Context: an optimization exercise on an open-source flow, tuned for small area. The choices shown serve that exercise and are no tape-out recipe.
Where RTL was checked, it was by simulation tests only, not by an equivalence proof against the original.
No activity file was given, so power comes from the tool's default toggle rates.

== S ==
==> flow/design.v (excerpt) <==
module cpi_top #(
    parameter int unsigned FIFO_DEPTH = 8
) (
    input  logic                   s_cam_clk_dft,
    input  logic                   rstn_i,
    input  logic                   cfg_enable_i,
    input  logic                   cfg_vsync_pol_i,
    input  logic                   cfg_drop_en_i,
    input  logic [5:0]             cfg_drop_val_i,
    input  logic                   cfg_slice_en_i,
    input  logic [2:0]             cfg_format_i,
    input  logic [3:0]             cfg_shift_i,
    input  logic [15:0]            cfg_row_len_i,
    input  logic [15:0]            cfg_llx_i,
    input  logic [15:0]            cfg_lly_i,
    input  logic [15:0]            cfg_urx_i,
    input  logic [15:0]            cfg_ury_i,
    input  logic [7:0]             cfg_coeff_r_i,
    input  logic [7:0]             cfg_coeff_g_i,
    input  logic [7:0]             cfg_coeff_b_i,
    input  logic [7:0]             cam_data_i,
    input  logic                   cam_hsync_i,
    input  logic                   cam_vsync_i,
    output logic [31:0]            out_data_o,
    output logic                   out_valid_o,
    input  logic                   out_ready_i,
    output logic                   overflow_o,
    output logic                   frame_evt_o
);
==> module cpi_out_fifo, before the edit <==
module cpi_out_fifo (
    input  logic        s_cam_clk_dft,
    input  logic        rstn_i,
    input  logic        flush_i,
    input  logic [15:0] wr_data_i,
    input  logic        wr_pend_i,
    input  logic        wr_valid_i,
    output logic [31:0] rd_data_o,
    output logic        rd_valid_o,
    input  logic        rd_ready_i,
    output logic        overflow_o
);
    logic [15:0] mem [8];
    logic [3:0]  count_q;
    logic [3:0]  count_d;
    logic        full;
    logic        wr_en;
    logic        rd_en;
    logic        pend;
    logic        shift_in;
    logic [2:0]  rd_idx;
    assign full       = count_q[3];
    assign wr_en      = wr_valid_i & ~full & ~flush_i;
    assign rd_valid_o = (count_q != 4'd0);
    assign rd_en      = rd_valid_o & rd_ready_i;
    assign pend       = wr_valid_i & ~full;
    logic [2:0] cnt_m1;
    assign cnt_m1 = {count_q[2] ^ ~(count_q[1] | count_q[0]), ~(count_q[1] ^ count_q[0]), ~count_q[0]};
    assign rd_idx = pend ? count_q[2:0] : cnt_m1;
    logic [7:0]  rd_sel;
    logic [15:0] rd_word;
    always_comb begin
        rd_word = '0;
        for (int i = 0; i < 8; i++) begin
            rd_sel[i] = (rd_idx == 3'(i));
            rd_word   = rd_word | (mem[i] & {16{rd_sel[i]}});
        end
    end
    assign rd_data_o  = {16'd0, rd_word};
    always_comb begin
        count_d = count_q;
        if (flush_i) begin
            count_d = 4'd0;
        end else if (wr_en && !rd_en) begin
            count_d = {count_q[3] | (&count_q[2:0]), count_q[2] ^ (&count_q[1:0]), count_q[1] ^ count_q[0], ~count_q[0]};
        end else if (rd_en && !wr_en) begin
            count_d = {1'b0, count_q[2] ^ ~(|count_q[1:0]), ~(count_q[1] ^ count_q[0]), ~count_q[0]};
        end
    end
    assign shift_in = wr_pend_i & ~count_d[3];
    always_ff @(posedge s_cam_clk_dft or negedge rstn_i) begin
        if (!rstn_i) begin
            count_q    <= '0;
            overflow_o <= 1'b0;
        end else begin
            count_q <= count_d;
            if (flush_i) begin
                overflow_o <= 1'b0;
            end else if (wr_valid_i && full) begin
                overflow_o <= 1'b1;
            end
        end
    end
    always_ff @(posedge s_cam_clk_dft) begin
        if (shift_in) begin
            mem[0] <= wr_data_i;
            for (int i = 1; i < 8; i++) begin
                mem[i] <= mem[i-1];
            end
        end
    end
endmodule
Settings: LEC_CHECK=0, CAP_MARGIN=20, CORE_MARGIN=2, CORE_UTILIZATION=40, SLEW_MARGIN=20; clock period 10.0 ns.
run.sh (not shown) runs the stock make flow with config.mk's settings and CLKGATE_MAP_FILE= SYNTH_SCRIPT=/design/flow/synth_recipe.tcl, a recipe that flattens the netlist after the stock synthesis.
Changes in P relative to S:
--- a/flow/design.v
+++ b/flow/design.v
@@ -531,20 +531,11 @@
     assign rd_en      = rd_valid_o & rd_ready_i;
     assign pend       = wr_valid_i & ~full;
     logic [2:0] cnt_m1;
     assign cnt_m1 = {count_q[2] ^ ~(count_q[1] | count_q[0]), ~(count_q[1] ^ count_q[0]), ~count_q[0]};
     assign rd_idx = pend ? count_q[2:0] : cnt_m1;
-    logic [7:0]  rd_sel;
-    logic [15:0] rd_word;
-    always_comb begin
-        rd_word = '0;
-        for (int i = 0; i < 8; i++) begin
-            rd_sel[i] = (rd_idx == 3'(i));
-            rd_word   = rd_word | (mem[i] & {16{rd_sel[i]}});
-        end
-    end
-    assign rd_data_o  = {16'd0, rd_word};
+    assign rd_data_o  = {16'd0, mem[rd_idx]};
     always_comb begin
         count_d = count_q;
         if (flush_i) begin
             count_d = 4'd0;
         end else if (wr_en && !rd_en) begin
In P the non-clock buffer share of cell area turned out 0.15 points lower than in S.
Diff S -> P: post-route non-filler standard cell count +43, post-route minimum period +0.033 ns, total power consumption of the routed design +about 3%, wire length +4.0%, proportion of cell area occupied by registers -0.69 points.
The largest stage delay on the critical path was comparable across S and P.
On hold slack: between S and P, it ends up lower for P.
Per the comparison of P with S, fraction of the cycle the final worst path needs +0.33 points, post-route cell area +about 2%.
Only the layout flow was run in P; the RTL was not checked for function there.


Another version of the RTL of cpi_top (not shown whole).
Size: ~970 cells after synthesis, about 210 flip-flops, about 170 I/O pins.
Settings: LEC_CHECK=0, CAP_MARGIN=0, CORE_MARGIN=2, CORE_UTILIZATION=60, SLEW_MARGIN=0; clock period 10.0 ns.
standard.sh (not shown) runs the stock make flow with config.mk's settings and CLKGATE_MAP_FILE= SYNTH_SCRIPT=/design/flow/synth_recipe.tcl, a recipe that flattens the netlist after the stock synthesis.
==> flow/flow/run.sh <==
#!/bin/bash
# The standard layout (the standard.sh, standard synthesis included) with
# three placement/CTS choices changed through ORFS variables:
#  - port buffers use the smallest buffer cell instead of clkdlybuf4s50_1,
#  - CTS builds larger sink clusters with clkbuf_4 and inserts no dummy loads,
#  - the single tie cell from synthesis is kept instead of one per tied port.
set -euo pipefail
export BUFFER_PORTS_ARGS="-buffer_cell sky130_fd_sc_hd__buf_1"
export CTS_ARGS="-sink_clustering_enable -repair_clock_nets -dont_use_dummy_load -sink_clustering_size 10 -sink_clustering_max_diameter 60 -buf_list sky130_fd_sc_hd__clkbuf_4"
export SKIP_REPAIR_TIE_FANOUT=1
bash standard.sh > standard.log 2>&1
Next try:
--- a/flow/design.v
+++ b/flow/design.v
@@ -260,19 +260,19 @@
     logic [16:0] sum_d;
     logic [16:0] hold_q;
     logic        rgb_v1_q;
     logic        rgb_v2_q;
     logic        byp_v1_q;
     logic [7:0]  sc;
     logic [16:0] acc;
     assign cycle_b_o = rgb_v1_q;
     assign sc  = rgb_v1_q ? cfg_i.coeff_b : cfg_i.coeff_r;
-    assign acc = rgb_v1_q ? hold_q : (is_rgb_i ? 17'd0 : {1'b0, byp_i});
+    assign acc = rgb_v1_q ? hold_q : 17'd0;
     cpi_luma_mac u_mac (
         .sb  ( sb_i          ),
         .sc  ( sc            ),
         .ga  ( ga_i          ),
         .cg  ( cfg_i.coeff_g ),
         .acc ( acc           ),
         .sum ( sum_d         )
     );
     always_ff @(posedge s_cam_clk_dft or negedge rstn_i) begin
@@ -283,19 +283,19 @@
             word_valid_o <= 1'b0;
         end else begin
             rgb_v1_q     <= pair_valid_i & is_rgb_i;
             rgb_v2_q     <= rgb_v1_q;
             byp_v1_q     <= pair_valid_i & ~is_rgb_i;
             word_valid_o <= rgb_v2_q | byp_v1_q;
         end
     end
     always_ff @(posedge s_cam_clk_dft) begin
-        hold_q <= sum_d;
+        hold_q <= is_rgb_i ? sum_d : {1'b0, byp_i};   
     end
     assign wr_pend_o = rgb_v2_q | byp_v1_q;
     logic [3:0]  sh;
     logic [16:0] t8, t4, t2, t1;
     assign sh = (rgb_v2_q && cfg_i.shift <= 4'd9) ? cfg_i.shift : 4'd0;
     assign t1 = sh[0] ? (hold_q >> 1) : hold_q;
     assign t2 = sh[1] ? (t1 >> 2) : t1;
     assign t4 = sh[2] ? (t2 >> 4) : t2;
     assign t8 = sh[3] ? (t4 >> 8) : t4;
@@ -467,20 +467,20 @@
     assign n155 = n146 ^ n153 ^ n148;
     assign n156 = (n146 & n153) | (n148 & (n146 ^ n153));
     assign n157 = n155 ^ n150 ^ n152;
     assign n158 = (n155 & n150) | (n152 & (n155 ^ n150));
     assign n159 = acc[15] ^ n154 ^ n156;
     assign n160 = (acc[15] & n154) | (n156 & (acc[15] ^ n154));
     assign n161 = n159 ^ n158;
     assign n162 = n159 & n158;
     assign n163 = acc[16] ^ n160 ^ n162;
-    assign sum[0] = acc[0];
-    assign sum[1] = acc[1];
+    assign sum[0] = 1'b0;
+    assign sum[1] = 1'b0;
     assign sum[2] = ((ga[2] & cg[0]) | acc[2]);
     assign sum[3] = n1;
     assign sum[4] = n7;
     assign sum[5] = n17;
     assign sum[6] = n31;
     assign sum[7] = n49;
     assign sum[8] = n69;
     assign sum[9] = n89;
     assign sum[10] = n109;
Routed wire length climbs by 5.4%.
Hold slack gains 0.016 ns.
Count of clock-buffer cells in the layout climbs by 1.
Utilization climbs by 0.38 points.
Area after synthesis climbs by 2.2%.
Final area climbs by 1.6%.
Register-to-register slack gains 0.40 ns.
Global-route usage climbs by 0.92 points.
Clock power climbs by about 3%.
Total power drops by 1.1%.
Sequential share of layout area drops by 0.81 points.
Die area climbs by 2.1%.
Clock skew drops by 0.0083 ns.
No functional check of the RTL was part of the first run of this note.


Another version of the RTL of cpi_top (not shown whole).
Size: about 1000 cells after synthesis, roughly 170 I/O pins, ~0.012 sq mm of cells after synthesis.
==> module cpi_luma_filter, before the edit <==
module cpi_luma_filter (
    input  logic                   s_cam_clk_dft,
    input  logic                   rstn_i,
    input  cpi_cfg_pkg::cpi_cfg_t  cfg_i,
    input  logic [7:0]             sb_i,
    input  logic [7:0]             ga_i,
    input  logic [15:0]            byp_i,
    input  logic                   is_rgb_i,
    input  logic                   pair_valid_i,
    output logic                   cycle_b_o,
    output logic [15:0]            word_o,
    output logic                   wr_pend_o,
    output logic                   word_valid_o
);
    logic [16:0] sum_d;
    logic [16:0] hold_q;
    logic        rgb_v1_q;
    logic        rgb_v2_q;
    logic        byp_v1_q;
    logic [7:0]  sc;
    logic [16:0] acc;
    assign cycle_b_o = rgb_v1_q;
    assign sc  = rgb_v1_q ? cfg_i.coeff_b : cfg_i.coeff_r;
    assign acc = rgb_v1_q ? hold_q : 17'd0;
    cpi_luma_mac u_mac (
        .sb  ( sb_i          ),
        .sc  ( sc            ),
        .ga  ( ga_i          ),
        .cg  ( cfg_i.coeff_g ),
        .acc ( acc           ),
        .sum ( sum_d         )
    );
    always_ff @(posedge s_cam_clk_dft or negedge rstn_i) begin
        if (!rstn_i) begin
            rgb_v1_q     <= 1'b0;
            rgb_v2_q     <= 1'b0;
            byp_v1_q     <= 1'b0;
            word_valid_o <= 1'b0;
        end else begin
            rgb_v1_q     <= pair_valid_i & is_rgb_i;
            rgb_v2_q     <= rgb_v1_q;
            byp_v1_q     <= pair_valid_i & ~is_rgb_i;
            word_valid_o <= rgb_v2_q | byp_v1_q;
        end
    end
    always_ff @(posedge s_cam_clk_dft) begin
        hold_q <= is_rgb_i ? sum_d : {1'b0, byp_i};
    end
    assign wr_pend_o = rgb_v2_q | byp_v1_q;
    logic [3:0]  sh;
    logic [16:0] t8, t4, t2, t1;
    assign sh = (rgb_v2_q && cfg_i.shift <= 4'd9) ? cfg_i.shift : 4'd0;
    assign t1 = sh[0] ? (hold_q >> 1) : hold_q;
    assign t2 = sh[1] ? (t1 >> 2) : t1;
    assign t4 = sh[2] ? (t2 >> 4) : t2;
    assign t8 = sh[3] ? (t4 >> 8) : t4;
    assign word_o = t8[15:0];
endmodule
==> module cpi_out_fifo, before the edit <==
module cpi_out_fifo (
    input  logic        s_cam_clk_dft,
    input  logic        rstn_i,
    input  logic        flush_i,
    input  logic [15:0] wr_data_i,
    input  logic        wr_pend_i,
    input  logic        wr_valid_i,
    output logic [31:0] rd_data_o,
    output logic        rd_valid_o,
    input  logic        rd_ready_i,
    output logic        overflow_o
);
    logic [15:0] mem [8];
    logic [3:0]  count_q;
    logic [3:0]  count_d;
    logic        full;
    logic        wr_en;
    logic        rd_en;
    logic        pend;
    logic        shift_in;
    logic [2:0]  rd_idx;
    assign full       = count_q[3];
    assign wr_en      = wr_valid_i & ~full & ~flush_i;
    assign rd_valid_o = (count_q != 4'd0);
    assign rd_en      = rd_valid_o & rd_ready_i;
    assign pend       = wr_valid_i & ~full;
    logic [2:0] idx_q;
    logic [2:0] idx_d;
    assign rd_idx = idx_q;
    always_comb begin
        idx_d = idx_q;
        if (flush_i) begin
            idx_d = shift_in ? 3'd0 : 3'd7;
        end else if (shift_in && !rd_en) begin
            idx_d = idx_q + 3'd1;
        end else if (rd_en && !shift_in) begin
            idx_d = idx_q - 3'd1;
        end
    end
    always_ff @(posedge s_cam_clk_dft or negedge rstn_i) begin
        if (!rstn_i) begin
            idx_q <= 3'd7;
        end else begin
            idx_q <= idx_d;
        end
    end
    logic [7:0]  rd_sel;
    logic [15:0] rd_word;
    always_comb begin
        rd_word = '0;
        for (int i = 0; i < 8; i++) begin
            rd_sel[i] = (rd_idx == 3'(i));
            rd_word   = rd_word | (mem[i] & {16{rd_sel[i]}});
        end
    end
    assign rd_data_o  = {16'd0, rd_word};
    always_comb begin
        count_d = count_q;
        if (flush_i) begin
            count_d = 4'd0;
        end else if (wr_en && !rd_en) begin
            count_d = {count_q[3] | (&count_q[2:0]), count_q[2] ^ (&count_q[1:0]), count_q[1] ^ count_q[0], ~count_q[0]};
        end else if (rd_en && !wr_en) begin
            count_d = {1'b0, count_q[2] ^ ~(|count_q[1:0]), ~(count_q[1] ^ count_q[0]), ~count_q[0]};
        end
    end
    assign shift_in = wr_pend_i & ~count_d[3];
    always_ff @(posedge s_cam_clk_dft or negedge rstn_i) begin
        if (!rstn_i) begin
            count_q    <= '0;
            overflow_o <= 1'b0;
        end else begin
            count_q <= count_d;
            if (flush_i) begin
                overflow_o <= 1'b0;
            end else if (wr_valid_i && full) begin
                overflow_o <= 1'b1;
            end
        end
    end
    always_ff @(posedge s_cam_clk_dft) begin
        if (shift_in) begin
            mem[0] <= wr_data_i;
            for (int i = 1; i < 8; i++) begin
                mem[i] <= mem[i-1];
            end
        end
    end
endmodule
export LEC_CHECK = 0
export CAP_MARGIN = 0
export CORE_MARGIN = 2
export CORE_UTILIZATION = 40
export SLEW_MARGIN = 0
create_clock -name core_clock -period 10.0 [get_ports {s_cam_clk_dft}]
==> flow/flow/run.sh <==
#!/bin/bash
# The standard layout (the standard.sh, standard synthesis included) with
# three placement/CTS choices changed through ORFS variables:
#  - port buffers use the smallest buffer cell instead of clkdlybuf4s50_1,
#  - CTS builds larger sink clusters with clkbuf_16 and inserts no dummy loads,
#  - the single tie cell from synthesis is kept instead of one per tied port.
set -euo pipefail
export BUFFER_PORTS_ARGS="-buffer_cell sky130_fd_sc_hd__buf_1"
export CTS_ARGS="-sink_clustering_enable -repair_clock_nets -dont_use_dummy_load -sink_clustering_size 30 -sink_clustering_max_diameter 150 -buf_list sky130_fd_sc_hd__clkbuf_16"
export SKIP_REPAIR_TIE_FANOUT=1
bash standard.sh > standard.log 2>&1
Then changed:
--- a/flow/design.v
+++ b/flow/design.v
@@ -290,18 +290,17 @@
     end
     always_ff @(posedge s_cam_clk_dft) begin
         hold_q <= is_rgb_i ? sum_d : {1'b0, byp_i};
     end
     assign wr_pend_o = rgb_v2_q | byp_v1_q;
-    logic [3:0]  sh;
-    logic [16:0] t8, t4, t2, t1;
-    assign sh = (rgb_v2_q && cfg_i.shift <= 4'd9) ? cfg_i.shift : 4'd0;
-    assign t1 = sh[0] ? (hold_q >> 1) : hold_q;
-    assign t2 = sh[1] ? (t1 >> 2) : t1;
-    assign t4 = sh[2] ? (t2 >> 4) : t2;
-    assign t8 = sh[3] ? (t4 >> 8) : t4;
-    assign word_o = t8[15:0];
+    always_comb begin
+        if (!rgb_v2_q || cfg_i.shift > 4'd9) begin
+            word_o = hold_q[15:0];
+        end else begin
+            word_o = 16'(hold_q >> cfg_i.shift);
+        end
+    end
 endmodule
 module cpi_luma_mac (
     input  logic [7:0]  sb,
     input  logic [7:0]  sc,
     input  logic [7:0]  ga,
@@ -518,30 +517,13 @@
     assign full       = count_q[3];
     assign wr_en      = wr_valid_i & ~full & ~flush_i;
     assign rd_valid_o = (count_q != 4'd0);
     assign rd_en      = rd_valid_o & rd_ready_i;
     assign pend       = wr_valid_i & ~full;
-    logic [2:0] idx_q;
-    logic [2:0] idx_d;
-    assign rd_idx = idx_q;
-    always_comb begin
-        idx_d = idx_q;
-        if (flush_i) begin
-            idx_d = shift_in ? 3'd0 : 3'd7;
-        end else if (shift_in && !rd_en) begin
-            idx_d = idx_q + 3'd1;
-        end else if (rd_en && !shift_in) begin
-            idx_d = idx_q - 3'd1;
-        end
-    end
-    always_ff @(posedge s_cam_clk_dft or negedge rstn_i) begin
-        if (!rstn_i) begin
-            idx_q <= 3'd7;
-        end else begin
-            idx_q <= idx_d;
-        end
-    end
+    logic [2:0] cnt_m1;
+    assign cnt_m1 = {count_q[2] ^ ~(count_q[1] | count_q[0]), ~(count_q[1] ^ count_q[0]), ~count_q[0]};
+    assign rd_idx = pend ? count_q[2:0] : cnt_m1;
     logic [7:0]  rd_sel;
     logic [15:0] rd_word;
     always_comb begin
         rd_word = '0;
         for (int i = 0; i < 8; i++) begin
=> Wire length is higher by roughly a tenth. Final area is higher slightly. Fmax is higher slightly. First-iteration DRC count is higher by about a fifth. Critical path depth is lower by 1. Non-clock buffer count stays the same. Final cell count is higher by a few percent. Utilization is lower by 0.52 points. Sequential power is lower slightly. Power is higher by a few percent. Worst setup slack is better by 0.030 ns. Die area is higher by a few percent. Clock skew is lower by 0.061 ns. Count of clock-buffer cells in the layout is lower by 1.

==> separate check: timing with driven ports <==
The results above use ideal ports. As a check the final layouts listed here were re-extracted and re-timed, cells and wires unchanged.
Step 1, drivers: a clkbuf_16 drives s_cam_clk_dft and a buf_2 each remaining input, both assumed.
Step 2 moves the port delays by t, midway between the first and last clock arrival at a register: inputs arrive t later, outputs are due t later. That takes back most of the time a late clock gives input paths.
a / b / c = ideal / step 1 / step 2; a / b = the first two.
run | t, ns | slack for setup (ns) | worst setup path at the end | pins driven straight from the clock port
S | 0.569 | 1.129 / 1.158 / 0.589 | input to register | 1
P | 0.558 | 1.096 / 1.123 / 0.565 | input to register | 1
the first run of note 2 | 0.652 | 1.562 / 1.576 / 0.924 | input to register | 1
the second run of note 2 | 0.682 | 1.532 / 1.550 / 0.868 | input to register | 1
the first run of note 3 | 0.491 | 1.358 / 1.375 / 0.884 | input to register | 1
the second run of note 3 | 0.503 | 1.388 / 1.408 / 0.905 | input to register | 1
After both steps setup and hold are still met in every run listed. The setup slack of the second run of note 2, which loses most, moves by +0.018 ns with the drivers and by -0.664 ns with both steps.
